Source: an optimization exercise on an open RTL-to-GDS flow (aim: small area, a short achievable clock period and few clock cycles per item). Production flows keep margins and buffers that such runs may drop.
No run shown here included a check of the RTL's function; only the layout flow was run.
Power and IR drop assume default switching activity.

--- design.v ---
package maxpool_pkg;
  localparam int DATA_WIDTH = 32;
  typedef logic signed [DATA_WIDTH-1:0] elem_t;   
  typedef logic [15:0] count_t;                    
  localparam int AXIL_ADDR_WIDTH = 6;
  localparam int AXIL_DATA_WIDTH = 32;
  typedef logic [AXIL_ADDR_WIDTH-1:0] axil_addr_t;
  typedef logic [AXIL_DATA_WIDTH-1:0] axil_data_t;
  localparam axil_addr_t ADDR_CTRL    = 6'h00;   
  localparam axil_addr_t ADDR_IER     = 6'h04;   
  localparam axil_addr_t ADDR_WINDOWS = 6'h10;   
  localparam int CTRL_START_BIT = 0;
  localparam int CTRL_DONE_BIT  = 1;
  localparam int CTRL_IDLE_BIT  = 2;
endpackage
`timescale 1ns/1ps
module maxpool_control_s_axi (
  input  logic                    ap_clk,
  input  logic                    areset,
  input  logic                    awvalid,
  output logic                    awready,
  input  maxpool_pkg::axil_addr_t awaddr,
  input  logic                    wvalid,
  output logic                    wready,
  input  maxpool_pkg::axil_data_t wdata,
  input  logic [3:0]              wstrb,
  output logic                    bvalid,
  input  logic                    bready,
  output logic [1:0]              bresp,
  input  logic                    arvalid,
  output logic                    arready,
  input  maxpool_pkg::axil_addr_t araddr,
  output logic                    rvalid,
  input  logic                    rready,
  output maxpool_pkg::axil_data_t rdata,
  output logic [1:0]              rresp,
  input  logic                    job_done,     
  output logic                    job_start,    
  output maxpool_pkg::count_t     job_windows,
  output logic                    interrupt
);
  logic       wr_idle;      
  logic       rd_idle;      
  logic       wr_hs;        
  logic       ar_hs;
  logic       busy;         
  logic       done;         
  logic       ier;
  logic       ier_nxt;
  logic       done_nxt;
  logic [2:0] rd_lo;        
  logic       rd_win;       
  assign awready = wr_idle;
  assign wready  = wr_idle;
  assign bresp   = 2'b00;
  assign wr_hs   = wr_idle && awvalid && wvalid;
  always_ff @(posedge ap_clk) begin
    if (areset) begin
      wr_idle <= 1'b1;
      bvalid  <= 1'b0;
    end else if (wr_hs) begin
      wr_idle <= 1'b0;
      bvalid  <= 1'b1;
    end else if (bvalid && bready) begin
      wr_idle <= 1'b1;
      bvalid  <= 1'b0;
    end
  end
  always_ff @(posedge ap_clk) begin
    if (areset) begin
      job_windows <= '0;
    end else if (wr_hs && awaddr == maxpool_pkg::ADDR_WINDOWS) begin
      if (wstrb[0]) job_windows[7:0]  <= wdata[7:0];
      if (wstrb[1]) job_windows[15:8] <= wdata[15:8];
    end
  end
  assign ier_nxt  = (wr_hs && awaddr == maxpool_pkg::ADDR_IER && wstrb[0]) ? wdata[0] : ier;
  assign done_nxt = job_done || (done && !(ar_hs && araddr == maxpool_pkg::ADDR_CTRL));
  always_ff @(posedge ap_clk) begin
    if (areset) begin
      ier       <= 1'b0;
      done      <= 1'b0;
      busy      <= 1'b0;
      job_start <= 1'b0;
      interrupt <= 1'b0;
    end else begin
      ier       <= ier_nxt;
      done      <= done_nxt;
      interrupt <= ier_nxt && done_nxt;
      job_start <= wr_hs && awaddr == maxpool_pkg::ADDR_CTRL && wstrb[0] &&
                   wdata[maxpool_pkg::CTRL_START_BIT] && !busy;
      if (job_done) busy <= 1'b0;
      else if (job_start) busy <= 1'b1;
    end
  end
  assign arready = rd_idle;
  assign rresp   = 2'b00;
  assign ar_hs   = rd_idle && arvalid;
  always_ff @(posedge ap_clk) begin
    if (areset) begin
      rd_idle <= 1'b1;
      rvalid  <= 1'b0;
    end else if (ar_hs) begin
      rd_idle <= 1'b0;
      rvalid  <= 1'b1;
    end else if (rvalid && rready) begin
      rd_idle <= 1'b1;
      rvalid  <= 1'b0;
    end
  end
  always_ff @(posedge ap_clk) begin
    if (ar_hs) begin
      rd_win <= (araddr == maxpool_pkg::ADDR_WINDOWS);
      case (araddr)
        maxpool_pkg::ADDR_CTRL:    rd_lo <= {!busy && !job_start, done, busy || job_start};
        maxpool_pkg::ADDR_IER:     rd_lo <= {2'b00, ier};
        maxpool_pkg::ADDR_WINDOWS: rd_lo <= job_windows[2:0];
        default:                   rd_lo <= 3'b000;
      endcase
    end
  end
  assign rdata = {16'b0, job_windows[15:3] & {13{rd_win}}, rd_lo};
endmodule
`timescale 1ns/1ps
module maxpool_window (
  input  logic                ap_clk,
  input  logic                areset,
  input  logic                job_start,
  input  maxpool_pkg::count_t job_windows,
  input  logic                in_tvalid,
  output logic                in_tready,
  input  maxpool_pkg::elem_t  in_tdata,
  output logic                pool_tvalid,
  input  logic                pool_tready,    
  input  logic                pool_room_nxt,  
  output maxpool_pkg::elem_t  pool_tdata,
  output logic                job_done
);
  logic [17:0]        rem;         
  logic [17:0]        rem_nxt;
  logic               in_hs;
  logic               first;       
  logic               last_win;    
  logic               last_job;    
  logic               full_nxt;
  logic               hold_nxt;
  maxpool_pkg::elem_t run_max;
  logic               gt;          
  logic               load;
  logic [31:0] a_u, b_u;
  logic [31:0] g0, e0;
  logic [15:0] g1, e1;
  logic [7:0]  g2, e2;
  logic [3:0]  g3, e3;
  logic [1:0]  g4, e4;
  assign a_u = {~in_tdata[31], in_tdata[30:0]};
  assign b_u = {~run_max[31], run_max[30:0]};
  assign g0  = a_u & ~b_u;
  assign e0  = ~(a_u ^ b_u);
  for (genvar i = 0; i < 16; i++) begin : g_l1
    assign g1[i] = g0[2*i+1] | (e0[2*i+1] & g0[2*i]);
    assign e1[i] = e0[2*i+1] & e0[2*i];
  end
  for (genvar i = 0; i < 8; i++) begin : g_l2
    assign g2[i] = g1[2*i+1] | (e1[2*i+1] & g1[2*i]);
    assign e2[i] = e1[2*i+1] & e1[2*i];
  end
  for (genvar i = 0; i < 4; i++) begin : g_l3
    assign g3[i] = g2[2*i+1] | (e2[2*i+1] & g2[2*i]);
    assign e3[i] = e2[2*i+1] & e2[2*i];
  end
  for (genvar i = 0; i < 2; i++) begin : g_l4
    assign g4[i] = g3[2*i+1] | (e3[2*i+1] & g3[2*i]);
    assign e4[i] = e3[2*i+1] & e3[2*i];
  end
  assign gt   = g4[1] | (e4[1] & g4[0]);
  assign load = in_hs && (first || gt);
  assign in_hs    = in_tvalid && in_tready;
  assign first    = (rem[1:0] == 2'd0);
  assign last_win = (rem[1:0] == 2'd1);
  assign last_job = (rem == 18'd1);
  assign job_done = (in_hs && last_job) || (job_start && job_windows == '0);
  assign pool_tdata = run_max;
  always_comb begin
    rem_nxt = rem;
    if (job_start) rem_nxt = {job_windows, 2'b00};
    else if (in_hs) rem_nxt = rem - 18'd1;
  end
  assign full_nxt = (in_hs && last_win) || (pool_tvalid && !pool_tready);
  assign hold_nxt = full_nxt && !pool_room_nxt;
  always_ff @(posedge ap_clk) begin
    if (areset) begin
      rem         <= '0;
      pool_tvalid <= 1'b0;
      in_tready   <= 1'b0;
    end else begin
      rem         <= rem_nxt;
      pool_tvalid <= full_nxt;
      in_tready   <= (rem_nxt != '0) && !(rem_nxt[1:0] == 2'd0 && hold_nxt);
    end
  end
  always_ff @(posedge ap_clk) begin
    if (load) run_max <= in_tdata;
  end
endmodule
`timescale 1ns/1ps
module maxpool_out_fifo #(
  parameter int FIFO_DEPTH = 16
) (
  input  logic               ap_clk,
  input  logic               areset,
  input  logic               pool_tvalid,
  output logic               pool_tready,    
  output logic               pool_room_nxt,  
  input  maxpool_pkg::elem_t pool_tdata,
  output logic               out_tvalid,
  input  logic               out_tready,
  output maxpool_pkg::elem_t out_tdata
);
  localparam int RING  = FIFO_DEPTH - 2;
  localparam int POS_W = $clog2(RING);
  localparam int CNT_W = $clog2(RING + 1);
  localparam logic [POS_W-1:0] LAST = POS_W'(RING - 1);
  maxpool_pkg::elem_t ring [RING];
  logic [CNT_W-1:0]   count;       
  logic [POS_W-1:0]   new_pos;     
  logic [POS_W-1:0]   old_pos;     
  logic [POS_W-1:0]   new_pos_inc;
  logic [POS_W-1:0]   old_pos_inc;
  logic               empty;
  logic               wr_en;
  logic               head_free;
  logic               take_ring;   
  assign empty       = (count == '0);
  assign pool_tready = empty || (count != CNT_W'(RING) && new_pos == '0);
  assign pool_room_nxt = empty ||
                         (wr_en && count < CNT_W'(RING - 1)) ||
                         (!wr_en && new_pos == LAST && count != CNT_W'(RING));
  assign wr_en       = pool_tvalid && pool_tready;
  assign head_free   = !out_tvalid || out_tready;
  assign take_ring   = head_free && !empty && (old_pos == '0);
  assign new_pos_inc = (new_pos == LAST) ? {POS_W{1'b0}} : new_pos + 1'b1;
  assign old_pos_inc = (old_pos == LAST) ? {POS_W{1'b0}} : old_pos + 1'b1;
  always_ff @(posedge ap_clk) begin
    if (areset) begin
      count      <= '0;
      new_pos    <= '0;
      old_pos    <= '0;
      out_tvalid <= 1'b0;
    end else begin
      case ({wr_en, take_ring})
        2'b10:   count <= count + 1'b1;
        2'b01:   count <= count - 1'b1;
        default: count <= count;
      endcase
      new_pos <= wr_en ? {POS_W{1'b0}} : new_pos_inc;
      if (wr_en && (empty || (count == CNT_W'(1) && take_ring))) old_pos <= '0;
      else if (!take_ring) old_pos <= old_pos_inc;
      out_tvalid <= take_ring || (out_tvalid && !out_tready);
    end
  end
  always_ff @(posedge ap_clk) begin
    ring[0] <= wr_en ? pool_tdata : ring[RING-1];
    for (int i = 1; i < RING; i++) ring[i] <= ring[i-1];
    if (head_free) out_tdata <= ring[0];
  end
endmodule
`timescale 1ns/1ps
module krnl_maxpool #(
  parameter int FIFO_DEPTH = 16    
) (
  input  logic                    ap_clk,
  input  logic                    areset,
  input  logic                    s_axi_control_awvalid,
  output logic                    s_axi_control_awready,
  input  maxpool_pkg::axil_addr_t s_axi_control_awaddr,
  input  logic                    s_axi_control_wvalid,
  output logic                    s_axi_control_wready,
  input  maxpool_pkg::axil_data_t s_axi_control_wdata,
  input  logic [3:0]              s_axi_control_wstrb,
  output logic                    s_axi_control_bvalid,
  input  logic                    s_axi_control_bready,
  output logic [1:0]              s_axi_control_bresp,
  input  logic                    s_axi_control_arvalid,
  output logic                    s_axi_control_arready,
  input  maxpool_pkg::axil_addr_t s_axi_control_araddr,
  output logic                    s_axi_control_rvalid,
  input  logic                    s_axi_control_rready,
  output maxpool_pkg::axil_data_t s_axi_control_rdata,
  output logic [1:0]              s_axi_control_rresp,
  output logic                    interrupt,
  input  logic                    in_tvalid,
  output logic                    in_tready,
  input  maxpool_pkg::elem_t      in_tdata,
  output logic                    out_tvalid,
  input  logic                    out_tready,
  output maxpool_pkg::elem_t      out_tdata
);
  logic                job_start;
  logic                job_done;
  maxpool_pkg::count_t job_windows;
  logic                pool_tvalid;
  logic                pool_tready;
  logic                pool_room_nxt;
  maxpool_pkg::elem_t  pool_tdata;
  maxpool_control_s_axi u_control (
    .ap_clk      (ap_clk),
    .areset      (areset),
    .awvalid     (s_axi_control_awvalid),
    .awready     (s_axi_control_awready),
    .awaddr      (s_axi_control_awaddr),
    .wvalid      (s_axi_control_wvalid),
    .wready      (s_axi_control_wready),
    .wdata       (s_axi_control_wdata),
    .wstrb       (s_axi_control_wstrb),
    .bvalid      (s_axi_control_bvalid),
    .bready      (s_axi_control_bready),
    .bresp       (s_axi_control_bresp),
    .arvalid     (s_axi_control_arvalid),
    .arready     (s_axi_control_arready),
    .araddr      (s_axi_control_araddr),
    .rvalid      (s_axi_control_rvalid),
    .rready      (s_axi_control_rready),
    .rdata       (s_axi_control_rdata),
    .rresp       (s_axi_control_rresp),
    .job_done    (job_done),
    .job_start   (job_start),
    .job_windows (job_windows),
    .interrupt   (interrupt)
  );
  maxpool_window u_window (
    .ap_clk        (ap_clk),
    .areset        (areset),
    .job_start     (job_start),
    .job_windows   (job_windows),
    .in_tvalid     (in_tvalid),
    .in_tready     (in_tready),
    .in_tdata      (in_tdata),
    .pool_tvalid   (pool_tvalid),
    .pool_tready   (pool_tready),
    .pool_room_nxt (pool_room_nxt),
    .pool_tdata    (pool_tdata),
    .job_done      (job_done)
  );
  maxpool_out_fifo #(
    .FIFO_DEPTH (FIFO_DEPTH)
  ) u_out_fifo (
    .ap_clk        (ap_clk),
    .areset        (areset),
    .pool_tvalid   (pool_tvalid),
    .pool_tready   (pool_tready),
    .pool_room_nxt (pool_room_nxt),
    .pool_tdata    (pool_tdata),
    .out_tvalid    (out_tvalid),
    .out_tready    (out_tready),
    .out_tdata     (out_tdata)
  );
endmodule
--- flow/run.sh ---
#!/bin/bash
# The standard layout, with the port buffers made from buf_4 cells instead of
# the default delay buffers. Make's full output goes to standard_flow.log.
set -euo pipefail
export BUFFER_PORTS_ARGS="-buffer_cell sky130_fd_sc_hd__buf_4"
bash standard.sh > standard_flow.log 2>&1
--- standard.sh ---
#!/bin/bash
# synth_recipe.tcl (not shown) runs the flow's synth.tcl, then flattens the netlist and writes it again
# the make line also repeats each setting of config.mk as NAME=value (left out here)
make -C /OpenROAD-flow-scripts/flow DESIGN_CONFIG=/design/flow/config.mk WORK_HOME=/design/flow/orfs CLKGATE_MAP_FILE= SYNTH_SCRIPT=/design/flow/synth_recipe.tcl "${@:-finish}"
--- config.mk ---
export PLATFORM = sky130hd
export DESIGN_NAME = krnl_maxpool
export DESIGN_NICKNAME = krnl_maxpool
export VERILOG_FILES = /design/flow/design.v
export SDC_FILE = /design/flow/constraint.sdc
export NUM_CORES = 4
export LEC_CHECK = 0
export CAP_MARGIN = 20
export CORE_MARGIN = 2
export CORE_UTILIZATION = 40
export SETUP_SLACK_MARGIN = 1.5
export SLEW_MARGIN = 20
--- constraint.sdc ---
create_clock -name core_clock -period 3.8 [get_ports {ap_clk}]
set_input_delay 0.7600 -clock core_clock [delete_from_list [all_inputs] [get_ports {ap_clk}]]
set_output_delay 0.7600 -clock core_clock [all_outputs]
set_load 0.01 [all_outputs]
==> out/qor.yml, run 1 <==
synth_common_cells: "dfxtp_1 (506), nand2_1 (85), edfxtp_1 (68)"
synth_area_leaders: "dfxtp_1 (66%), edfxtp_1 (13%), ha_1 (3.3%), nand2_1 (2.1%), a21oi_1 (1.6%)"
post_drt_via_cell_ratio: 4.30
slew-limit-headroom_pct: 46.6
r2r-start: "u_window.run_max[13]$_DFFE_PP_"
hold_path.startpoint: "u_out_fifo.ring[7][23]$_DFF_P_"
finalSetupViolCount: 0
ys_warn_count: 4
cts_root_buffer: "clkbuf_16"
power_frac_seq_pct: 51.6
final.period_utilization_pct: 68.5
grt_pass1_vias: 7512
syn_area_um2: 15200
synthDistinctLibCells: 57
p_switching_uw: 2980
cp.required_ps: 4100
pwr-share-comb_pct: 8.4
core_um2: 37600
r2r_end: "u_window.run_max[19]$_DFFE_PP_"
ant_nets: 0
port_buffers: 126
htreeDepth: 2
reg2regPathDepth: 10
nNetsFinal: 1385
fin_crit_ps: 2600
holdPathStages: 0
avgSynthCellArea_um2: 14.0
clock_path_buffers: 3
drv_slew: 0
insertion_delay_ps: 570
status: "finished clean"
syn_inst: 1086
gp_congestion: 0.807
synthFlopType: "dfxtp_1"
drive_gt1_share_pct: 19.4
endpoint_kind: "register"
clockPowerShare_pct: 40.0
ff2ff_setup_slack_ps: 1200
power.internal_uw: 10300
hold_viol: 0
grt_use_total_pct: 13.0
rsz0062_at_grt: "true"
p_per_area_nw_per_um2: 711
clkTransAtPathRegs_ps: 60
max-vdd-ir-drop_uv: 332
synth_edf_count: 68
cp_max_fo: 8
arrival_ps: 2900
drc_errors: 0
cts_buffers: 54
cts.sinks: 574
ios: 165
start_kind: "register"
fp-row-count: 71
hold_path_class: "register to register"
yosysSeqAreaShare_pct: 79.9
drv_cap: 0
dp_hpwl_mm: 15.2
drtIter0Drc: 314
synth_most_common_cell: "dfxtp_1"
synth_top_area_cell: "dfxtp_1"
synth-seq-cells: 574
area_growth_pct: 22.9
synth_top_area_share_pct: 66.5
dpl_cell_area_um2: 16700
grt_max_degree: 53
start_util_pct: 40.6
tns_ps: 0
leakagePower_uw: 0.00781
antenna_cells: 0
die_w_um: 199
worst_pin_slew_ps: 796
wl_per_cell_um: 14.0
dieArea_um2: 39700
synthArstFlopShare_pct: 0
antenna_found_initial: 0
first_pass_iters: 4
cts_tree: "done"
critical_path_class: "register to register"
wl_mm: 25.3
clock.fmax_ghz: 0.384
p_sw_share_pct: 22.4
grt_first_pass_wirelength_mm: 39.4
final_area_um2: 18700
via_count: 7771
chipHeight_um: 199
hold_end: "u_out_fifo.ring[8][23]$_DFF_P_"
grt_overflow: 0
skew_ps: 11.2
-- cells in the final DEF (no fill, tap or decap), drive strengths merged, types with 2 or more instances in the layout --
cell	count
nor3	10
o41ai	4
or3	7
a21o	13
edfxtp	68
nor2	49
clkinv	11
and4	2
nor3b	5
xnor2	11
nor2b	3
and2	20
nand4b	3
bufinv	3
a211o	4
o21a	2
a21oi	50
nand2	85
a41oi	2
nor4b	2
or4	4
nand4	6
nand2b	5
o211a	2
ha	40
dfxtp	506
o31ai	2
xor2	7
nand3	9
buf	136
mux2i	9
conb	20
o21ai	43
clkbuf	80
inv	46
nor4	11
mux2	2
-- logic make-up after synthesis --
kind of cell | synth area share, %
flip-flops | 79.9
AND/OR/NAND/NOR | 7.32
multiplexers | 0.739
adder cells (fa/ha/maj) | 3.28
buffers and inverters | 2.74
XOR/XNOR | 1.03
AO/OA/AOI/OAI | 4.99
other | 0.0246
-- worst max-delay path by stage --
| stage | startpoint | endpoint | cells after the start |
|---|---|---|---|
| after floorplan | in_tdata[13] | u_window.run_max[0]$_DFFE_PP_ | 8 |
| after global placement | in_tdata[1] | u_window.run_max[8]$_DFFE_PP_ | 10 |
| after detailed placement | in_tdata[1] | u_window.run_max[0]$_DFFE_PP_ | 10 |
| after CTS | u_window.run_max[13]$_DFFE_PP_ | u_window.run_max[22]$_DFFE_PP_ | 10 |
| after global routing | u_window.run_max[13]$_DFFE_PP_ | u_window.run_max[19]$_DFFE_PP_ | 10 |
| final | u_window.run_max[13]$_DFFE_PP_ | u_window.run_max[19]$_DFFE_PP_ | 10 |
-- critical path, cell delays in order (launching register included) --
cell	delay, ps
edfxtp_1	380
inv_2	90
ha_4	200
a21o_1	150
a21o_1	150
a21o_1	160
a221o_1	340
a21oi_2	140
o41ai_1	90
buf_4	190
a211o_4	420
-- layout make-up --
cell class	instances	area [um2]
well taps	511	639
clock inverters	18	193
repair buffers	136	1040
clock buffers	80	1620
fillers	3266	18800
inverters	43	161
multi-input cells	447	2910
flip-flops and latches	574	12200
-- power groups by stage --
stage	Clock (uW)	Sequential [uW]	Combinational, uW
3_3_place_gp	0	6990	1030
2_1_floorplan	0	6980	637
4_1_cts	5490	6880	1100
6_report	5330	6870	1120
3_5_place_dp	0	7000	1040
5_1_grt	5750	6920	1260
-- layer usage --
| metal | wire, um | vias to the layer above | GRT usage, % |
|---|---|---|---|
| li1 | - | 3953 | - |
| met1 | 12800 | 3615 | 18.3 |
| met4 | 544 | 0 | 4.62 |
| met2 | 10600 | 166 | 18.8 |
| met3 | 1380 | 37 | 3.88 |
| met5 | 0 | - | 0 |
-- registers in the layout (all words and copies together) (netlist names), 3 cells and up --
name,count
u_out_fifo.out_tdata,32
u_out_fifo.count,4
u_control.job_windows,16
u_window.rem,18
u_out_fifo.old_pos,4
u_control.rd_lo,3
u_window.run_max,32
u_out_fifo.new_pos,4
u_out_fifo.ring,448
-- per-stage QoR --
step	util (%)	setup slack [ps]	total power [uW]	cells	hold slack (ps)
after floorplan	-	1080	7620	1105	310
after global placement	44.5	349	8010	1702	310
after detailed placement	44.5	345	8050	1702	312
after CTS	49.7	1200	13500	1807	322
after global routing	49.9	1100	13900	1809	323
final	49.9	1200	13300	1809	319
-- what timing repair did --
item / 4_1_cts / 5_1_grt
gates resized for setup: 10 / 9
cloned: 3 / 0
pin swaps: 4 / 2
endpoints found under the hold margin: 0 / 0
endpoints found under the setup margin: 47 / 46
buffers inserted: 4 / 2
hold buffers: 0 / 0
==> run 2, diff against run 1 <==
--- a/config.mk
+++ b/config.mk
@@ -8,5 +8,7 @@
 export CAP_MARGIN = 20
 export CORE_MARGIN = 2
 export CORE_UTILIZATION = 40
+export CTS_CLUSTER_DIAMETER = 100
+export CTS_CLUSTER_SIZE = 28
 export SETUP_SLACK_MARGIN = 1.5
 export SLEW_MARGIN = 20
==> out/qor.yml, run 2 <==
chipHeight_um: 199  # unchanged
largest_reg_flops: 448  # unchanged
synth_top_area_share_pct: 66.5  # unchanged
wl_per_cell_um: 13.9  # -0.94%
post_drt_via_cell_ratio: 4.31  # +0.38%
port_buffers: 126  # unchanged
synth_common_cells: "dfxtp_1 (506), nand2_1 (85), edfxtp_1 (68)"
grt_overflow: 0  # unchanged
synth_xor_area_share_pct: 1.03  # unchanged
via_count: 7559  # -2.7%
dieArea_um2: 39700  # unchanged
synthDistinctLibCells: 57  # unchanged
multiInputGateArea_um2: 2900  # -0.13%
whs_ps: 323  # +4.30 ps
tns_ps: 0  # unchanged
hold_path_class: "register to register"
cts.sinks: 574  # unchanged
clock.fmax_ghz: 0.385  # +0.28%
ant_nets: 0  # unchanged
arrival_ps: 2880  # -20 ps
synthMuxAreaShare_pct: 0.739  # unchanged
yosysSeqAreaShare_pct: 79.9  # unchanged
fin_ws_ps: 1200  # +7.22 ps
synthAdderAreaFrac_pct: 3.28  # unchanged
syn_area_um2: 15200  # unchanged
wl_mm: 24.3  # -4.0%
core_um2: 37600  # unchanged
syn_inst: 1086  # unchanged
insertion_delay_ps: 560  # about the same
cts_tree: "done"
first_pass_iters: 8  # +4
cts_root_buffer: "clkbuf_16"
rsz0062_at_grt: "true"
nNetsFinal: 1355  # -2.2%
finalSetupViolCount: 0  # unchanged
final_common_cell: "dfxtp_1"
cts_buffers: 24  # -56%
synth_top_family_by_area: "simple AND/OR/NAND/NOR gates"
holdBufCountCts: 0  # unchanged
synth_compound_area_share_pct: 4.99  # unchanged
synth-simple-area-share_pct: 7.32  # unchanged
skew_ps: 19.1  # +7.93 ps
dp_hpwl_mm: 15.2  # unchanged
fin_crit_ps: 2600  # -7.22 ps
drv_cap: 0  # unchanged
slew-limit-headroom_pct: 10.8  # -36 points
clkTransAtPathRegs_ps: 100  # +40 ps
antenna_cells: 0  # unchanged
p_per_area_nw_per_um2: 623  # -12%
dpl_cell_area_um2: 16700  # unchanged
max-vdd-ir-drop_uv: 365  # +10%
critical_path_class: "register to register"
drv_slew: 0  # unchanged
hold_viol: 0  # unchanged
final.period_utilization_pct: 68.4  # -0.19 points
fp-row-count: 71  # unchanged
mostFrequentLayoutCells: "dfxtp_1 (506), buf_4 (133), nand2_1 (85)"
ys_warn_count: 4  # unchanged
htreeDepth: 1  # -1
worst_pin_slew_ps: 1330  # +532 ps
leakagePower_uw: 0.00725  # -7.1%
synth_most_common_cell: "dfxtp_1"
drive_gt1_share_pct: 15.5  # -4.0 points
drc_errors: 0  # unchanged
grt_max_degree: 53  # unchanged
synthArstFlopShare_pct: 0  # unchanged
clock_path_buffers: 3  # unchanged
avgSynthCellArea_um2: 14.0  # unchanged
area_growth_pct: 15.7
endpoint_kind: "register"
antenna_found_initial: 0  # unchanged
gp_congestion: 0.807  # unchanged
grt_first_pass_wirelength_mm: 37.7  # -4.3%
top_regs: "u_out_fifo.ring: 448 flops, u_out_fifo.out_tdata: 32 flops, u_window.run_max: 32 flops"
fillers: 3346  # +2.4%
grt_pass1_vias: 7159  # -4.7%
synth_top_area_cell: "dfxtp_1"
status: "finished clean"
synthFlopType: "dfxtp_1"
regArea_um2: 12200  # unchanged
start_kind: "register"
regMostFlops: "u_out_fifo.ring"
die_w_um: 199  # unchanged
final_area_um2: 17600  # -5.9%
start_util_pct: 40.6  # unchanged
dp_slack_ps: 345  # unchanged
synth-seq-cells: 574  # unchanged
cp_max_fo: 8  # unchanged
cp.required_ps: 4080  # -20 ps
synth_edf_count: 68  # unchanged
synth_area_leaders: "dfxtp_1 (66%), edfxtp_1 (13%), ha_1 (3.3%), nand2_1 (2.1%), a21oi_1 (1.6%)"
ios: 165  # unchanged
grt_use_total_pct: 12.1  # -0.84 points
drtIter0Drc: 343  # +9.2%
-- run 2: layout make-up --
cell class	instances	share of cell area, %
multi-input cells	447	16.5
flip-flops and latches	574	69.0
clock buffers	41	4.01
repair buffers	136	5.92
inverters	43	0.915
well taps	511	3.63
clock inverters	1	0.0638
-- run 2: final timing paths --
path	from	endpoint	slack, ps	cells after the start
setup / recovery	u_window.run_max[13]$_DFFE_PP_	u_window.run_max[16]$_DFFE_PP_	1200	10
hold / removal	u_out_fifo.ring[8][16]$_DFF_P_	u_out_fifo.ring[9][16]$_DFF_P_	320	0
setup reg to reg	u_window.run_max[13]$_DFFE_PP_	u_window.run_max[16]$_DFFE_PP_	1200	10
hold reg to reg	u_out_fifo.ring[8][16]$_DFF_P_	u_out_fifo.ring[9][16]$_DFF_P_	320	0
-- run 2: kinds of logic after synthesis --
logic type / after synthesis
AOI/OAI and AO/OA: 128
xor gates and xnor gates: 18
adders and majority gates: 40
buffers and inverters: 87
DFF: 574
muxes: 11
other: 1
and+or+nand+nor: 227
-- run 2: worst max-delay path, cell delays in order (launching register included) --
cell and delay (ps):
edfxtp_1 390, inv_2 90, ha_4 200, a21o_1 150, a21o_1 150, a21o_1 160, a221o_1 340, a21oi_2 140
o41ai_1 90, buf_4 190, a211o_4 430
-- run 2: stage by stage --
step                instances  utilization, %  total power [uW]
finish                   1753            46.9             11000
floorplan                1105               -              7620
CTS                      1751            46.7             11100
global route             1753            46.9             11500
global placement         1702            44.5              8010
detailed placement       1702            44.5              8050
-- run 2: repair_timing --
| action | 4_1_cts | 5_1_grt |
|---|---|---|
| setup endpoints to repair | 48 | 47 |
| pin swaps | 3 | 2 |
| gates cloned | 3 | 0 |
| resized for setup | 8 | 12 |
| setup buffers | 4 | 2 |
-- run 2: power by group --
group          total (uW)  switching [uW]  internal (uW)
Sequential           6860             205           6660
Combinational        1120             613            503
Clock                3000            1710           1290
-- run 2: per-layer routing --
metal	vias to the layer above	global-route usage, %	wire (um)
met5	-	0	0
met4	0	3.59	601
met3	33	2.01	1030
met2	137	18.4	10400
met1	3548	17.8	12300
li1	3841	-	-
==> run 3, diff against run 2 <==
--- a/config.mk
+++ b/config.mk
@@ -10,5 +10,5 @@
 export CORE_UTILIZATION = 40
 export CTS_CLUSTER_DIAMETER = 100
 export CTS_CLUSTER_SIZE = 28
-export SETUP_SLACK_MARGIN = 1.5
+export SETUP_SLACK_MARGIN = 1.8
 export SLEW_MARGIN = 20
==> out/qor.yml, run 3 <==
chipHeight_um: 199  # unchanged
via_count: 7501  # -0.77%
wl_per_cell_um: 13.9  # +0.36%
cp_max_fo: 12  # +4
clock_path_buffers: 3  # unchanged
fillers: 3300  # -1.4%
area_growth_pct: 17.8
cts_root_buffer: "clkbuf_16"
dp_slack_ps: 691  # +345 ps
clkTransAtPathRegs_ps: 110  # about the same
dp_hpwl_mm: 15.8  # +3.3%
drtIter0Drc: 436  # +27%
die_w_um: 199  # unchanged
synthDistinctLibCells: 57  # unchanged
insertion_delay_ps: 560  # about the same
leakagePower_uw: 0.00734  # +1.2%
synthFlopType: "dfxtp_1"
synth_xor_area_share_pct: 1.03  # unchanged
startpoint: "u_window.run_max[13]$_DFFE_PP_"
grt_use_total_pct: 12.5  # +0.37 points
drc_errors: 0  # unchanged
synth-seq-cells: 574  # unchanged
synthArstFlopShare_pct: 0  # unchanged
nNetsFinal: 1361  # +0.44%
cp.required_ps: 4110  # +30 ps
synth_compound_area_share_pct: 4.99  # unchanged
synth_most_common_cell: "dfxtp_1"
clock.fmax_ghz: 0.373  # -3.1%
grt_pass1_vias: 7376  # +3.0%
tns_ps: 0  # unchanged
grt_first_pass_wirelength_mm: 38.6  # +2.5%
first_pass_iters: 4  # -4
rsz0062_at_grt: "true"
pwr-share-comb_pct: 11.2  # +1.0 points
fin_crit_ps: 2680  # +83.3 ps
top_regs: "u_out_fifo.ring: 448 flops, u_out_fifo.out_tdata: 32 flops, u_window.run_max: 32 flops"
antenna_cells: 0  # unchanged
regMostFlops: "u_out_fifo.ring"
synthMuxAreaShare_pct: 0.739  # unchanged
drive_gt1_share_pct: 19.3  # +3.9 points
dp.cells: 1705  # +0.18%
status: "finished clean"
power_frac_seq_pct: 62.1  # -0.4 points
arrival_ps: 2990  # +110 ps
p_sw_share_pct: 23.2  # +0.22 points
dieArea_um2: 39700  # unchanged
r2r-start: "u_window.run_max[13]$_DFFE_PP_"
synth_edf_count: 68  # unchanged
post_drt_via_cell_ratio: 4.26  # -1.1%
synth_top_area_share_pct: 66.5  # unchanged
synth_area_leaders: "dfxtp_1 (66%), edfxtp_1 (13%), ha_1 (3.3%), nand2_1 (2.1%), a21oi_1 (1.6%)"
layout.cells.non_filler: 1759  # +0.34%
cts_buffers: 24  # unchanged
synth_top_family_by_area: "simple AND/OR/NAND/NOR gates"
start_util_pct: 40.6  # unchanged
endpoint_kind: "register"
core_um2: 37600  # unchanged
hold_path_class: "register to register"
synth_top_area_cell: "dfxtp_1"
slew-limit-headroom_pct: 58.8  # +48 points
critical_path_class: "register to register"
ant_nets: 0  # unchanged
grt_overflow: 0  # unchanged
drv_cap: 0  # unchanged
gp_congestion: 0.766  # -5.2%
drv_slew: 0  # unchanged
synth_common_cells: "dfxtp_1 (506), nand2_1 (85), edfxtp_1 (68)"
grt_max_degree: 45  # -15%
max-vdd-ir-drop_uv: 306  # -16%
port_buffers: 126  # unchanged
whs_ps: 320  # -3.80 ps
ys_warn_count: 4  # unchanged
ios: 165  # unchanged
yosysSeqAreaShare_pct: 79.9  # unchanged
mostFrequentLayoutCells: "dfxtp_1 (497), buf_4 (123), nand2_1 (84)"
htreeDepth: 1  # unchanged
p_switching_uw: 2580  # +2.0%
largest_reg_flops: 448  # unchanged
syn_inst: 1086  # unchanged
synthAdderAreaFrac_pct: 3.28  # unchanged
cts.sinks: 574  # unchanged
final_common_cell: "dfxtp_1"
syn_area_um2: 15200  # unchanged
cts_tree: "done"
synth-simple-area-share_pct: 7.32  # unchanged
fp-row-count: 71  # unchanged
fin_ws_ps: 1120  # -83.4 ps
worst_pin_slew_ps: 618  # -710 ps
final.period_utilization_pct: 70.5  # +2.2 points
finalSetupViolCount: 0  # unchanged
skew_ps: 23.8  # +4.71 ps
antenna_found_initial: 0  # unchanged
avgSynthCellArea_um2: 14.0  # unchanged
clockPowerShare_pct: 26.7  # -0.6 points
wl_mm: 24.5  # +0.70%
start_kind: "register"
p_per_area_nw_per_um2: 618  # -0.77%
hold_viol: 0  # unchanged
hold_path.startpoint: "u_out_fifo.ring[11][28]$_DFF_P_"
holdBufCountCts: 0  # unchanged
power.internal_uw: 8520  # +0.75%
==> run 3: cell count changes in the layout (fill, tap and decap cells not counted), sizes merged <==
| cell | delta |
|---|---|
| clkinv | +1 |
| bufbuf | +1 |
| buf | +8 |
| clkbuf | -1 |
| a211o | -3 |
==> run 3: path summary, 6_finish.rpt <==
path                                                         to  slack, ps  cells after the start
worst max-delay path             u_window.run_max[14]$_DFFE_PP_       1120                     11
worst min register to register  u_out_fifo.ring[12][28]$_DFF_P_        320                      0
worst min-delay path            u_out_fifo.ring[12][28]$_DFF_P_        320                      0
worst max register to register   u_window.run_max[14]$_DFFE_PP_       1120                     11
==> run 3: power groups by stage <==
stage | Clock (uW) | Sequential [uW] | Combinational, uW
floorplan | 0 | 6980 | 694
global placement | 0 | 7000 | 1090
detailed placement | 0 | 7020 | 1110
CTS | 3100 | 6880 | 1190
global route | 3310 | 6960 | 1380
finish | 2960 | 6890 | 1240
==> run 3: cell families (layout without fill, tap and decap cells) <==
group | Yosys count | after routing
buffers and inverters | 87 | 230
adder cells (fa/ha/maj) | 40 | 40
XOR/XNOR | 18 | 18
AO/OA/AOI/OAI | 128 | 128
multiplexers | 11 | 11
other | 1 | 20
flip-flops | 574 | 574
AND/OR/NAND/NOR | 227 | 227
==> run 3: metrics by stage <==
stage                     area (um2)  power [uW]  utilization [%]
after floorplan                15400        7680                -
after global placement         16800        8090             44.7
after detailed placement       16800        8130             44.7
after CTS                      17800       11200             47.3
after global routing           18000       11700             47.8
final                          18000       11100             47.8
==> run 3: final cells by class <==
type                       count  area (um2)  area share, %
tap                          511         639           3.56
inverter                      43         164          0.913
timing repair buffer         145        1230           6.85
clock buffer                  40         682           3.80
multi-input combinational    444        3040           16.9
clock inverter                 2        16.3         0.0906
sequential                   574       12200           67.9
==> run 3: what timing repair did <==
item / 4_1_cts / 5_1_grt
setup endpoints to repair: 59 / 59
cloned: 2 / 0
gates resized for setup: 45 / 35
setup buffers: 8 / 2
pin swaps: 1 / 13
==> run 3: worst max-delay path: stages (launching register included) <==
cell      delay, ps
edfxtp_1        390
inv_2            90
ha_4            210
a21o_1          150
a21o_1          150
a21o_1          180
a221o_1         320
a21oi_2         140
o41ai_1          90
buf_4           160
a211o_4         390
buf_12          180
==> run 3: metal layers <==
| layer | global-route usage (%) | vias up | wire, um |
|---|---|---|---|
| met3 | 2.23 | 27 | 1020 |
| met1 | 18.1 | 3482 | 12300 |
| met4 | 3.37 | 0 | 499 |
| met2 | 19.3 | 130 | 10700 |
| met5 | 0 | - | 0 |
| li1 | - | 3862 | - |
==> run 4, diff against run 3 <==
--- a/config.mk
+++ b/config.mk
@@ -10,5 +10,5 @@
 export CORE_UTILIZATION = 40
 export CTS_CLUSTER_DIAMETER = 100
 export CTS_CLUSTER_SIZE = 28
-export SETUP_SLACK_MARGIN = 1.8
+export SETUP_SLACK_MARGIN = 2.1
 export SLEW_MARGIN = 20
==> out/qor.yml, run 4 <==
synthArstFlopShare_pct: 0  # unchanged
holdBufCountCts: 0  # unchanged
clkTransAtPathRegs_ps: 100  # about the same
start_util_pct: 40.6  # unchanged
grt_max_degree: 45  # unchanged
yosysSeqAreaShare_pct: 79.9  # unchanged
cp.required_ps: 4100  # about the same
worst_pin_slew_ps: 618  # +0.565 ps
p_per_area_nw_per_um2: 607  # -1.7%
p_switching_uw: 2780  # +7.7%
final_common_cell: "dfxtp_1"
die_w_um: 199  # unchanged
synth_most_common_cell: "dfxtp_1"
chipHeight_um: 199  # unchanged
synth_area_leaders: "dfxtp_1 (66%), edfxtp_1 (13%), ha_1 (3.3%), nand2_1 (2.1%), a21oi_1 (1.6%)"
grt_overflow: 0  # unchanged
clock_path_buffers: 3  # unchanged
power.internal_uw: 8840  # +3.8%
hold_viol: 0  # unchanged
gp_congestion: 0.793  # +3.6%
syn_area_um2: 15200  # unchanged
endpoint_kind: "register"
grt_first_pass_wirelength_mm: 40.5  # +4.9%
fp-row-count: 71  # unchanged
drive_gt1_share_pct: 28.0  # +8.7 points
leakagePower_uw: 0.00782  # +6.4%
clockPowerShare_pct: 26.1  # -0.6 points
tns_ps: 0  # unchanged
avgSynthCellArea_um2: 14.0  # unchanged
cp_max_fo: 18  # +6
cts_tree: "done"
fin_crit_ps: 2530  # -148 ps
first_pass_iters: 5  # +1
slew-limit-headroom_pct: 58.2  # -0.58 points
synth_common_cells: "dfxtp_1 (506), nand2_1 (85), edfxtp_1 (68)"
drv_slew: 0  # unchanged
power_frac_seq_pct: 59.5  # -2.6 points
ys_warn_count: 4  # unchanged
ios: 165  # unchanged
top_regs: "u_out_fifo.ring: 448 flops, u_out_fifo.out_tdata: 32 flops, u_window.run_max: 32 flops"
cts.sinks: 574  # unchanged
finalSetupViolCount: 0  # unchanged
wl_mm: 27.1  # +11%
pwr-share-comb_pct: 14.4  # +3.2 points
mostFrequentLayoutCells: "dfxtp_1 (485), buf_4 (118), edfxtp_1 (68)"
skew_ps: 24.9  # +1.08 ps
grt_pass1_vias: 7574  # +2.7%
synthDistinctLibCells: 57  # unchanged
final.period_utilization_pct: 66.7  # -3.9 points
fin_ws_ps: 1270  # +148 ps
regMostFlops: "u_out_fifo.ring"
grt_use_total_pct: 13.1  # +0.64 points
drtIter0Drc: 299  # -31%
p_total_uw: 11600  # +4.7%
start_kind: "register"
p_sw_share_pct: 23.9  # +0.66 points
antenna_found_initial: 4  # +4
synth_top_area_share_pct: 66.5  # unchanged
largest_reg_flops: 448  # unchanged
drc_errors: 0  # unchanged
clock.fmax_ghz: 0.395  # +5.8%
rsz0062_at_grt: "true"
htreeDepth: 1  # unchanged
ant_nets: 0  # unchanged
synth_top_area_cell: "dfxtp_1"
wl_per_cell_um: 15.0  # +7.6%
dp_hpwl_mm: 15.7  # -0.34%
synthFlopType: "dfxtp_1"
max-vdd-ir-drop_uv: 309  # +0.97%
syn_inst: 1086  # unchanged
synth_edf_count: 68  # unchanged
arrival_ps: 2840  # -150 ps
core_um2: 37600  # unchanged
via_count: 7880  # +5.1%
nNetsFinal: 1408  # +3.5%
insertion_delay_ps: 560  # about the same
drv_cap: 0  # unchanged
hold_path_class: "register to register"
post_drt_via_cell_ratio: 4.36  # +2.3%
cts_root_buffer: "clkbuf_16"
critical_path_class: "register to register"
dieArea_um2: 39700  # unchanged
cts_buffers: 24  # unchanged
dp_slack_ps: 568  # -123 ps
status: "finished clean"
area_growth_pct: 25.5
port_buffers: 126  # unchanged
synth-seq-cells: 574  # unchanged
[run 4: cell counts after synthesis]
No cell type changed its count.
[run 4: per-layer routing]
metal,track usage [%],part of all wire [%],vias to the layer above
li1,-,-,3958
met4,2.79,1.5,6
met1,17.8,47,3712
met2,21.2,45,165
met5,0,0.15,-
met3,3.44,6.1,39
[run 4: cells by family (layout without fill, tap and decap cells)]
kind of cell,Yosys count,in the layout,synth area share (%)
buffers and inverters,87,277,2.74
XOR/XNOR,18,18,1.03
AO/OA/AOI/OAI,128,128,4.99
other,1,21,0.0246
adder cells (fa/ha/maj),40,40,3.28
AND/OR/NAND/NOR,227,227,7.32
flip-flops,574,574,79.9
multiplexers,11,11,0.739
[run 4: through the flow]
step / cells / hold WS [ps] / util, % / instance area [um2]
6_report: 1807 / 319 / 50.9 / 19100
5_1_grt: 1806 / 328 / 50.9 / 19100
2_1_floorplan: 1105 / 310 / - / 15500
3_5_place_dp: 1704 / 312 / 44.8 / 16800
4_1_cts: 1784 / 321 / 49.2 / 18500
3_3_place_gp: 1704 / 310 / 44.8 / 16800
[run 4: what timing repair did]
action	4_1_cts	5_1_grt
buffers inserted	31	20
gates resized for setup	152	121
gates cloned	7	2
endpoints found under the setup margin	154	161
pin swaps	22	45
[run 4: final timing paths]
kind | end | depth (start not counted) | from | slack [ps]
min reg2reg | u_out_fifo.ring[7][2]$_DFF_P_ | 0 | u_out_fifo.ring[6][2]$_DFF_P_ | 320
max | u_window.run_max[4]$_DFFE_PP_ | 10 | u_window.run_max[13]$_DFFE_PP_ | 1270
max reg2reg | u_window.run_max[4]$_DFFE_PP_ | 10 | u_window.run_max[13]$_DFFE_PP_ | 1270
min | u_out_fifo.ring[7][2]$_DFF_P_ | 0 | u_out_fifo.ring[6][2]$_DFF_P_ | 320
[run 4: power by group through the flow]
stage | sequential (uW) | clock [uW] | combinational, uW
after CTS | 6900 | 3140 | 1430
after global routing | 6970 | 3360 | 1820
after floorplan | 6990 | 0 | 708
after detailed placement | 7010 | 0 | 1120
final | 6910 | 3030 | 1670
after global placement | 6990 | 0 | 1100
[run 4: layout make-up]
type | count | area [um2]
clock inverters | 1 | 11.3
flip-flops and latches | 574 | 12200
clock buffers | 41 | 707
multi-input cells | 444 | 3450
inverters | 43 | 166
fillers | 3161 | 18400
well taps | 511 | 639
repair buffers | 192 | 1950
diodes | 1 | 2.50
[run 4: worst max-delay path, stage by stage, from the launching register on]
cell,delay (ps)
edfxtp_1,390
inv_2,90
ha_4,200
a21o_1,150
a21o_1,140
a21o_1,170
a221o_1,320
a21oi_2,140
o41ai_2,110
a211o_2,360
buf_12,180
==> run 5, diff against run 4 <==
--- a/design.v
+++ b/design.v
@@ -144,43 +144,19 @@
   logic               last_job;    
   logic               full_nxt;
   logic               hold_nxt;
-  maxpool_pkg::elem_t run_max;
-  logic               gt;          
-  logic               load;
-  logic [31:0] a_u, b_u;
-  logic [31:0] g0, e0;
-  logic [15:0] g1, e1;
-  logic [7:0]  g2, e2;
-  logic [3:0]  g3, e3;
-  logic [1:0]  g4, e4;
-  assign a_u = {~in_tdata[31], in_tdata[30:0]};
-  assign b_u = {~run_max[31], run_max[30:0]};
-  assign g0  = a_u & ~b_u;
-  assign e0  = ~(a_u ^ b_u);
-  for (genvar i = 0; i < 16; i++) begin : g_l1
-    assign g1[i] = g0[2*i+1] | (e0[2*i+1] & g0[2*i]);
-    assign e1[i] = e0[2*i+1] & e0[2*i];
-  end
-  for (genvar i = 0; i < 8; i++) begin : g_l2
-    assign g2[i] = g1[2*i+1] | (e1[2*i+1] & g1[2*i]);
-    assign e2[i] = e1[2*i+1] & e1[2*i];
-  end
-  for (genvar i = 0; i < 4; i++) begin : g_l3
-    assign g3[i] = g2[2*i+1] | (e2[2*i+1] & g2[2*i]);
-    assign e3[i] = e2[2*i+1] & e2[2*i];
-  end
-  for (genvar i = 0; i < 2; i++) begin : g_l4
-    assign g4[i] = g3[2*i+1] | (e3[2*i+1] & g3[2*i]);
-    assign e4[i] = e3[2*i+1] & e3[2*i];
-  end
-  assign gt   = g4[1] | (e4[1] & g4[0]);
-  assign load = in_hs && (first || gt);
+  maxpool_pkg::elem_t last;        
+  maxpool_pkg::elem_t prev;        
+  logic               sel;         
+  logic               gt_last;     
+  logic               gt_prev;     
+  maxpool_gt u_gt_last (.a(in_tdata), .b(last), .gt(gt_last));
+  maxpool_gt u_gt_prev (.a(in_tdata), .b(prev), .gt(gt_prev));
   assign in_hs    = in_tvalid && in_tready;
   assign first    = (rem[1:0] == 2'd0);
   assign last_win = (rem[1:0] == 2'd1);
   assign last_job = (rem == 18'd1);
   assign job_done = (in_hs && last_job) || (job_start && job_windows == '0);
-  assign pool_tdata = run_max;
+  assign pool_tdata = sel ? last : prev;
   always_comb begin
     rem_nxt = rem;
     if (job_start) rem_nxt = {job_windows, 2'b00};
@@ -200,8 +176,45 @@
     end
   end
   always_ff @(posedge ap_clk) begin
-    if (load) run_max <= in_tdata;
+    if (in_hs) begin
+      last <= in_tdata;
+      prev <= sel ? last : prev;
+      sel  <= first || (sel ? gt_last : gt_prev);
+    end
+  end
+endmodule
+module maxpool_gt (
+  input  maxpool_pkg::elem_t a,
+  input  maxpool_pkg::elem_t b,
+  output logic               gt
+);
+  logic [31:0] a_u, b_u;
+  logic [31:0] g0, e0;
+  logic [15:0] g1, e1;
+  logic [7:0]  g2, e2;
+  logic [3:0]  g3, e3;
+  logic [1:0]  g4, e4;
+  assign a_u = {~a[31], a[30:0]};
+  assign b_u = {~b[31], b[30:0]};
+  assign g0  = a_u & ~b_u;
+  assign e0  = ~(a_u ^ b_u);
+  for (genvar i = 0; i < 16; i++) begin : g_l1
+    assign g1[i] = g0[2*i+1] | (e0[2*i+1] & g0[2*i]);
+    assign e1[i] = e0[2*i+1] & e0[2*i];
+  end
+  for (genvar i = 0; i < 8; i++) begin : g_l2
+    assign g2[i] = g1[2*i+1] | (e1[2*i+1] & g1[2*i]);
+    assign e2[i] = e1[2*i+1] & e1[2*i];
+  end
+  for (genvar i = 0; i < 4; i++) begin : g_l3
+    assign g3[i] = g2[2*i+1] | (e2[2*i+1] & g2[2*i]);
+    assign e3[i] = e2[2*i+1] & e2[2*i];
+  end
+  for (genvar i = 0; i < 2; i++) begin : g_l4
+    assign g4[i] = g3[2*i+1] | (e3[2*i+1] & g3[2*i]);
+    assign e4[i] = e3[2*i+1] & e3[2*i];
   end
+  assign gt = g4[1] | (e4[1] & g4[0]);
 endmodule
 `timescale 1ns/1ps
 module maxpool_out_fifo #(
--- a/config.mk
+++ b/config.mk
@@ -8,7 +8,5 @@
 export CAP_MARGIN = 20
 export CORE_MARGIN = 2
 export CORE_UTILIZATION = 40
-export CTS_CLUSTER_DIAMETER = 100
-export CTS_CLUSTER_SIZE = 28
-export SETUP_SLACK_MARGIN = 2.1
+export SETUP_SLACK_MARGIN = 1.5
 export SLEW_MARGIN = 20
==> out/qor.yml, run 5 <==
status: "finished clean"
fin_crit_ps: 2270  # -265 ps
insertion_delay_ps: 620  # +60 ps
whs_ps: 309  # -9.95 ps
cts_root_buffer: "clkbuf_16"
final_common_cell: "dfxtp_1"
start_kind: "register"
hold_viol: 0  # unchanged
cp.required_ps: 4240  # +140 ps
ios: 165  # unchanged
synth_common_cells: "dfxtp_1 (506), edfxtp_1 (101), inv_1 (75)"
synthFlopType: "dfxtp_1"
die_w_um: 213  # +6.8%
pwr-share-comb_pct: 9.0  # -5.4 points
synth_most_common_cell: "dfxtp_1"
r2r-start: "u_window.rem[1]$_SDFF_PP0_"
syn_area_um2: 17400  # +14%
ys_warn_count: 4  # unchanged
grt_first_pass_wirelength_mm: 46.0  # +13%
grt_pass1_vias: 8960  # +18%
syn_inst: 1248  # +15%
synth_top_area_share_pct: 58.1  # -8.4 points
yosysSeqAreaShare_pct: 75.5  # -4.4 points
via_count: 8984  # +14%
power_frac_seq_pct: 51.4  # -8.1 points
wl_per_cell_um: 14.1  # -5.9%
synth_top_family_by_area: "simple AND/OR/NAND/NOR gates"
synth_xor_area_share_pct: 0.954  # -0.080 points
final.period_utilization_pct: 59.7  # -7.0 points
final_area_um2: 21100  # +10%
p_switching_uw: 3250  # +17%
synthArstFlopShare_pct: 0  # unchanged
fillers: 3785  # +20%
slew-limit-headroom_pct: 55.5  # -2.8 points
wl_mm: 29.0  # +7.1%
synth-simple-area-share_pct: 6.96  # -0.36 points
chipHeight_um: 213  # +6.8%
clock.fmax_ghz: 0.441  # +12%
gp_congestion: 0.833  # +5.0%
arrival_ps: 2710  # -130 ps
avgSynthCellArea_um2: 14.0  # -0.41%
core_um2: 43100  # +15%
drc_errors: 0  # unchanged
synth_area_leaders: "dfxtp_1 (58%), edfxtp_1 (17%), ha_1 (5.2%), mux2_2 (2.2%), inv_1 (1.6%)"
regMostFlops: "u_out_fifo.ring"
mostFrequentLayoutCells: "dfxtp_1 (503), buf_4 (139), edfxtp_1 (101)"
power.internal_uw: 11000  # +24%
p_sw_share_pct: 22.8  # -1.1 points
drive_gt1_share_pct: 19.9  # -8.1 points
p_per_area_nw_per_um2: 676  # +11%
max-vdd-ir-drop_uv: 426  # +38%
holdBufCountCts: 0  # unchanged
r2r_end: "u_window.in_tready$_SDFF_PP0_"
synthMuxAreaShare_pct: 3.57  # +2.8 points
synthDistinctLibCells: 64  # +12%
htreeDepth: 2  # +1
grt_use_total_pct: 13.1  # -0.037 points
start_util_pct: 40.5  # -0.068 points
largest_reg_flops: 448  # unchanged
clkTransAtPathRegs_ps: 60  # -40 ps
clockPowerShare_pct: 39.5  # +13 points
ff2ff_setup_slack_ps: 1530  # +260 ps
area_growth_pct: 21.0
ant_nets: 0  # unchanged
finalSetupViolCount: 0  # unchanged
cts_tree: "done"
reg2regPathDepth: 9  # -1
synth_top_area_cell: "dfxtp_1"
synth-seq-cells: 607  # +5.7%
synth_compound_area_share_pct: 4.81  # -0.18 points
critical_path_class: "register to register"
nNetsFinal: 1584  # +13%
dieArea_um2: 45300  # +14%
clock_path_buffers: 3  # unchanged
port_buffers: 126  # unchanged
dpl_cell_area_um2: 19000  # +13%
cts.sinks: 607  # +5.7%
rsz0062_at_grt: "true"
skew_ps: 38.3  # +13.4 ps
hold_path_class: "register to register"
cp_max_fo: 4  # -14
post_drt_via_cell_ratio: 4.37  # +0.11%
drv_slew: 0  # unchanged
antenna_found_initial: 4  # unchanged
worst_pin_slew_ps: 668  # +49.6 ps
synth_edf_count: 101  # +49%
grt_overflow: 0  # unchanged
grt_max_degree: 45  # unchanged
cts_buffers: 57  # +140%
endpoint_kind: "register"
drtIter0Drc: 368  # +23%
tns_ps: 0  # unchanged
first_pass_iters: 4  # -1
crit_end: "u_window.in_tready$_SDFF_PP0_"
fp-row-count: 76  # +7.0%
startpoint: "u_window.rem[1]$_SDFF_PP0_"
dp_hpwl_mm: 18.9  # +20%
leakagePower_uw: 0.00902  # +15%
drv_cap: 0  # unchanged
synthAdderAreaFrac_pct: 5.16  # +1.9 points
run 5: changes by cell type after synthesis, moves of 7 or more:
| cell | delta |
|---|---|
| nor2_1 | +19 |
| nand3_1 | +7 |
| nand2_1 | -23 |
| ha_1 | +32 |
| edfxtp_1 | +33 |
| inv_1 | +32 |
| mux2i_1 | +15 |
| mux2_2 | +32 |
| a21oi_1 | -8 |
run 5: logic make-up after synthesis:
logic type | Yosys count
flip-flops | 607
AND/OR/NAND/NOR | 235
AO/OA/AOI/OAI | 136
buffers and inverters | 120
adder cells (fa/ha/maj) | 72
multiplexers | 58
XOR/XNOR | 19
other | 1
run 5: cell type report:
class | count | area (um2) | share of cell area (%)
clock buffers | 92 | 1770 | 8.41
well taps | 585 | 732 | 3.47
flip-flops and latches | 607 | 13200 | 62.4
inverters | 76 | 294 | 1.39
diodes | 1 | 2.50 | 0.0119
repair buffers | 141 | 1070 | 5.07
clock inverters | 16 | 159 | 0.753
multi-input cells | 540 | 3890 | 18.5
run 5: critical path: stages (launching register included):
cell and delay (ps):
dfxtp_4 350, inv_4 60, ha_4 150, or4b_4 490, nor4_4 260, xnor2_2 150, o2111a_1 210, nand4_1 110
nor4_2 200, a41oi_2 150
run 5: metal layers:
| metal | up-vias | global-route usage [%] | share of wire [%] |
|---|---|---|---|
| met5 | - | 0 | 0.12 |
| met4 | 6 | 6.10 | 3.1 |
| met3 | 65 | 3.54 | 5.7 |
| met2 | 171 | 20.3 | 44 |
| met1 | 4196 | 17.1 | 47 |
| li1 | 4546 | - | - |
run 5: repair_timing:
action	4_1_cts	5_1_grt
resized for setup	11	12
pin swaps	5	8
setup endpoints to repair	4	4
setup buffers	3	5
run 5: how the worst min path moves through the flow:
| stage | to | depth (start not counted) | startpoint | slack, ps |
|---|---|---|---|---|
| 5_1_grt | u_out_fifo.ring[9][23]$_DFF_P_ | 0 | u_out_fifo.ring[8][23]$_DFF_P_ | 310 |
| 2_1_floorplan | u_out_fifo.ring[10][0]$_DFF_P_ | 0 | u_out_fifo.ring[9][0]$_DFF_P_ | 310 |
| 3_3_place_gp | u_out_fifo.ring[12][8]$_DFF_P_ | 0 | u_out_fifo.ring[11][8]$_DFF_P_ | 310 |
| 3_5_place_dp | u_out_fifo.ring[11][2]$_DFF_P_ | 0 | u_out_fifo.ring[10][2]$_DFF_P_ | 310 |
| 4_1_cts | u_window.last[15]$_DFFE_PP_ | 1 | in_tdata[15] | 290 |
| 6_report | u_out_fifo.ring[3][2]$_DFF_P_ | 0 | u_out_fifo.ring[2][2]$_DFF_P_ | 310 |
run 5: through the flow:
step,std cells,utilization [%],power (uW),setup slack (ps)
finish,2058,49.0,14300,1530
global route,2057,49.0,14900,1440
CTS,2051,48.7,14400,1460
detailed placement,1940,44.1,8690,964
global placement,1940,44.1,8650,1030
floorplan,1267,-,8200,1430
run 5: power by group through the flow:
stage,Sequential (uW),Combinational [uW],Clock (uW)
2_1_floorplan,7450,749,0
5_1_grt,7390,1450,6060
4_1_cts,7350,1250,5800
6_report,7330,1290,5630
3_5_place_dp,7480,1210,0
3_3_place_gp,7460,1190,0
==> run 6, diff against run 5 <==
--- a/config.mk
+++ b/config.mk
@@ -8,5 +8,7 @@
 export CAP_MARGIN = 20
 export CORE_MARGIN = 2
 export CORE_UTILIZATION = 40
+export CTS_CLUSTER_DIAMETER = 100
+export CTS_CLUSTER_SIZE = 28
 export SETUP_SLACK_MARGIN = 1.5
 export SLEW_MARGIN = 20
==> out/qor.yml, run 6 <==
synth_common_cells: "dfxtp_1 (506), edfxtp_1 (101), inv_1 (75)"
core_um2: 43100  # unchanged
synthDistinctLibCells: 64  # unchanged
drv_slew: 0  # unchanged
nNetsFinal: 1549  # -2.2%
synth-seq-cells: 607  # unchanged
start_util_pct: 40.5  # unchanged
endpoint_kind: "register"
drv_cap: 0  # unchanged
dieArea_um2: 45300  # unchanged
synthFlopType: "dfxtp_1"
skew_ps: 14.0  # -24.3 ps
grt_first_pass_wirelength_mm: 44.4  # -3.4%
fin_crit_ps: 2260  # -5.98 ps
drc_errors: 0  # unchanged
fp-row-count: 76  # unchanged
crit_end: "u_window.in_tready$_SDFF_PP0_"
status: "finished clean"
dp_hpwl_mm: 18.9  # unchanged
chipHeight_um: 213  # unchanged
avgSynthCellArea_um2: 14.0  # unchanged
cp_max_fo: 6  # +2
area_growth_pct: 13.9
drtIter0Drc: 394  # +7.1%
synth_area_leaders: "dfxtp_1 (58%), edfxtp_1 (17%), ha_1 (5.2%), mux2_2 (2.2%), inv_1 (1.6%)"
reg2regPathDepth: 9  # unchanged
start_kind: "register"
post_drt_via_cell_ratio: 4.38  # +0.40%
die_w_um: 213  # unchanged
final_common_cell: "dfxtp_1"
grt_overflow: 0  # unchanged
via_count: 8735  # -2.8%
grt_max_degree: 45  # unchanged
hold_path_class: "register to register"
clock.fmax_ghz: 0.442  # +0.26%
p_per_area_nw_per_um2: 591  # -13%
ant_nets: 0  # unchanged
max-vdd-ir-drop_uv: 425  # -0.30%
largest_reg_flops: 448  # unchanged
ios: 165  # unchanged
r2r-start: "u_window.rem[1]$_SDFF_PP0_"
hold_viol: 0  # unchanged
leakagePower_uw: 0.00840  # -6.9%
htreeDepth: 1  # -1
synth_top_area_cell: "dfxtp_1"
syn_inst: 1248  # unchanged
yosysSeqAreaShare_pct: 75.5  # unchanged
synth_most_common_cell: "dfxtp_1"
insertion_delay_ps: 580  # -40 ps
fin_ws_ps: 1540  # +5.98 ps
r2r_end: "u_window.in_tready$_SDFF_PP0_"
fillers: 3894  # +2.9%
dp_slack_ps: 964  # unchanged
grt_pass1_vias: 8516  # -5.0%
mostFrequentLayoutCells: "dfxtp_1 (502), buf_4 (135), edfxtp_1 (101)"
cp.required_ps: 4260  # +20 ps
grt_use_total_pct: 12.4  # -0.67 points
holdBufCountCts: 0  # unchanged
cts_buffers: 25  # -56%
wl_per_cell_um: 14.2  # +0.35%
clock_path_buffers: 3  # unchanged
rsz0062_at_grt: "true"
finalSetupViolCount: 0  # unchanged
slew-limit-headroom_pct: 55.8  # +0.31 points
cts_tree: "done"
critical_path_class: "register to register"
startpoint: "u_window.rem[1]$_SDFF_PP0_"
cts_root_buffer: "clkbuf_16"
wl_mm: 28.2  # -2.8%
drive_gt1_share_pct: 16.5  # -3.4 points
syn_area_um2: 17400  # unchanged
synth_top_area_share_pct: 58.1  # unchanged
cts.sinks: 607  # unchanged
final.period_utilization_pct: 59.5  # -0.16 points
synthArstFlopShare_pct: 0  # unchanged
synth_edf_count: 101  # unchanged
clkTransAtPathRegs_ps: 110  # +50 ps
ff2ff_setup_slack_ps: 1540  # about the same
first_pass_iters: 4  # unchanged
arrival_ps: 2720  # about the same
tns_ps: 0  # unchanged
gp_congestion: 0.833  # unchanged
antenna_found_initial: 4  # unchanged
port_buffers: 126  # unchanged
ys_warn_count: 4  # unchanged
regMostFlops: "u_out_fifo.ring"
worst_pin_slew_ps: 663  # -4.66 ps
==> run 6: cell type report <==
type / count / area (um2) / area share [%]
diodes: 1 / 2.50 / 0.0126
flip-flops and latches: 607 / 13200 / 66.3
inverters: 76 / 289 / 1.46
clock inverters: 3 / 18.8 / 0.0945
clock buffers: 43 / 703 / 3.54
repair buffers: 138 / 1040 / 5.26
well taps: 585 / 732 / 3.69
multi-input cells: 540 / 3900 / 19.6
==> run 6: how the worst min path moves through the flow <==
| stage | startpoint | endpoint | slack [ps] | depth (start not counted) |
|---|---|---|---|---|
| finish | u_out_fifo.ring[12][9]$_DFF_P_ | u_out_fifo.ring[13][9]$_DFF_P_ | 320 | 0 |
| global route | u_out_fifo.ring[8][29]$_DFF_P_ | u_out_fifo.ring[9][29]$_DFF_P_ | 330 | 0 |
| CTS | u_out_fifo.ring[12][9]$_DFF_P_ | u_out_fifo.ring[13][9]$_DFF_P_ | 320 | 0 |
| detailed placement | u_out_fifo.ring[10][2]$_DFF_P_ | u_out_fifo.ring[11][2]$_DFF_P_ | 310 | 0 |
| global placement | u_out_fifo.ring[11][8]$_DFF_P_ | u_out_fifo.ring[12][8]$_DFF_P_ | 310 | 0 |
| floorplan | u_out_fifo.ring[9][0]$_DFF_P_ | u_out_fifo.ring[10][0]$_DFF_P_ | 310 | 0 |
==> run 6: critical path, stage by stage, from the launching register on <==
cell      delay [ps]
dfxtp_2          370
inv_2            110
ha_4             160
or4b_4           490
nor4_4           180
xnor2_2          150
o2111a_1         200
nand4_1          120
nor4_2           210
a41oi_2          150
==> run 6: cell families (layout without fill, tap and decap cells) <==
| family | Yosys count | after routing | share of synthesized area, % |
|---|---|---|---|
| AND/OR/NAND/NOR | 235 | 235 | 6.96 |
| AO/OA/AOI/OAI | 136 | 136 | 4.81 |
| buffers and inverters | 120 | 260 | 3.05 |
| XOR/XNOR | 19 | 19 | 0.954 |
| multiplexers | 58 | 58 | 3.57 |
| flip-flops | 607 | 607 | 75.5 |
| other | 1 | 21 | 0.0215 |
| adder cells (fa/ha/maj) | 72 | 72 | 5.16 |
==> run 6: where the power goes <==
part           internal (uW)  switching (uW)
Combinational            589             684
Sequential              7110             216
Clock                   1280            1850
==> run 6: layer usage <==
layer  GRT usage (%)  wire length [um]  share of wire, %  up-vias
li1                -                 -                 -     4447
met5               0                40              0.14        -
met4            3.26               532               1.9        6
met1            17.1             13700                48     4109
met2            20.0             12600                45      131
met3            2.59              1340               4.7       42
==> run 6: what timing repair did <==
| item | 4_1_cts | 5_1_grt |
|---|---|---|
| pin swaps | 5 | 3 |
| buffers inserted | 3 | 2 |
| resized for setup | 12 | 10 |
| endpoints found under the setup margin | 6 | 17 |
==> run 6: metrics by stage <==
stage | total power, uW | std cells | area, um2 | hold WS (ps) | utilization (%)
5_1_grt | 12300 | 1992 | 19900 | 328 | 46.1
6_report | 11700 | 1993 | 19900 | 324 | 46.1
3_3_place_gp | 8650 | 1940 | 19000 | 310 | 44.1
2_1_floorplan | 8200 | 1267 | 17500 | 310 | -
3_5_place_dp | 8690 | 1940 | 19000 | 312 | 44.1
4_1_cts | 11900 | 1989 | 19800 | 324 | 45.9

[re-timing with driven ports]
Ports are ideal in the flow. The routed layouts listed here were re-timed in OpenROAD.
Step 1, drivers: a clkbuf_16 drives ap_clk and a buf_2 each remaining input, both assumed.
Step 2 moves the port delays by t, midway between the first and last clock arrival at a register: inputs arrive t later, outputs are due t later. That takes back most of the time a late clock gives input paths.
Three values: ideal ports, drivers, drivers and shift; two values: the first two.
run | t, ns | setup slack, ns | worst hold slack (ns) | worst register clock-pin slew, ns
run 1 | 0.615 | 1.195 / 1.195 / 0.750 | 0.319 / 0.319 / 0.319 | 0.06 / 0.06
run 2 | 0.597 | 1.203 / 1.203 / 0.712 | 0.323 / 0.323 / 0.323 | 0.11 / 0.11
run 3 | 0.599 | 1.119 / 1.119 / 0.683 | 0.320 / 0.320 / 0.320 | 0.11 / 0.11
run 4 | 0.599 | 1.267 / 1.267 / 0.812 | 0.319 / 0.319 / 0.319 | 0.11 / 0.11
run 5 | 0.653 | 1.532 / 1.532 / 1.121 | 0.309 / 0.309 / 0.309 | 0.07 / 0.07
run 6 | 0.625 | 1.538 / 1.538 / 1.109 | 0.324 / 0.324 / 0.324 | 0.11 / 0.11
After both steps every run listed still meets setup and hold. For run 2, which loses most, drivers alone change the setup slack by 0.000 ns; drivers and shift together by -0.491 ns.
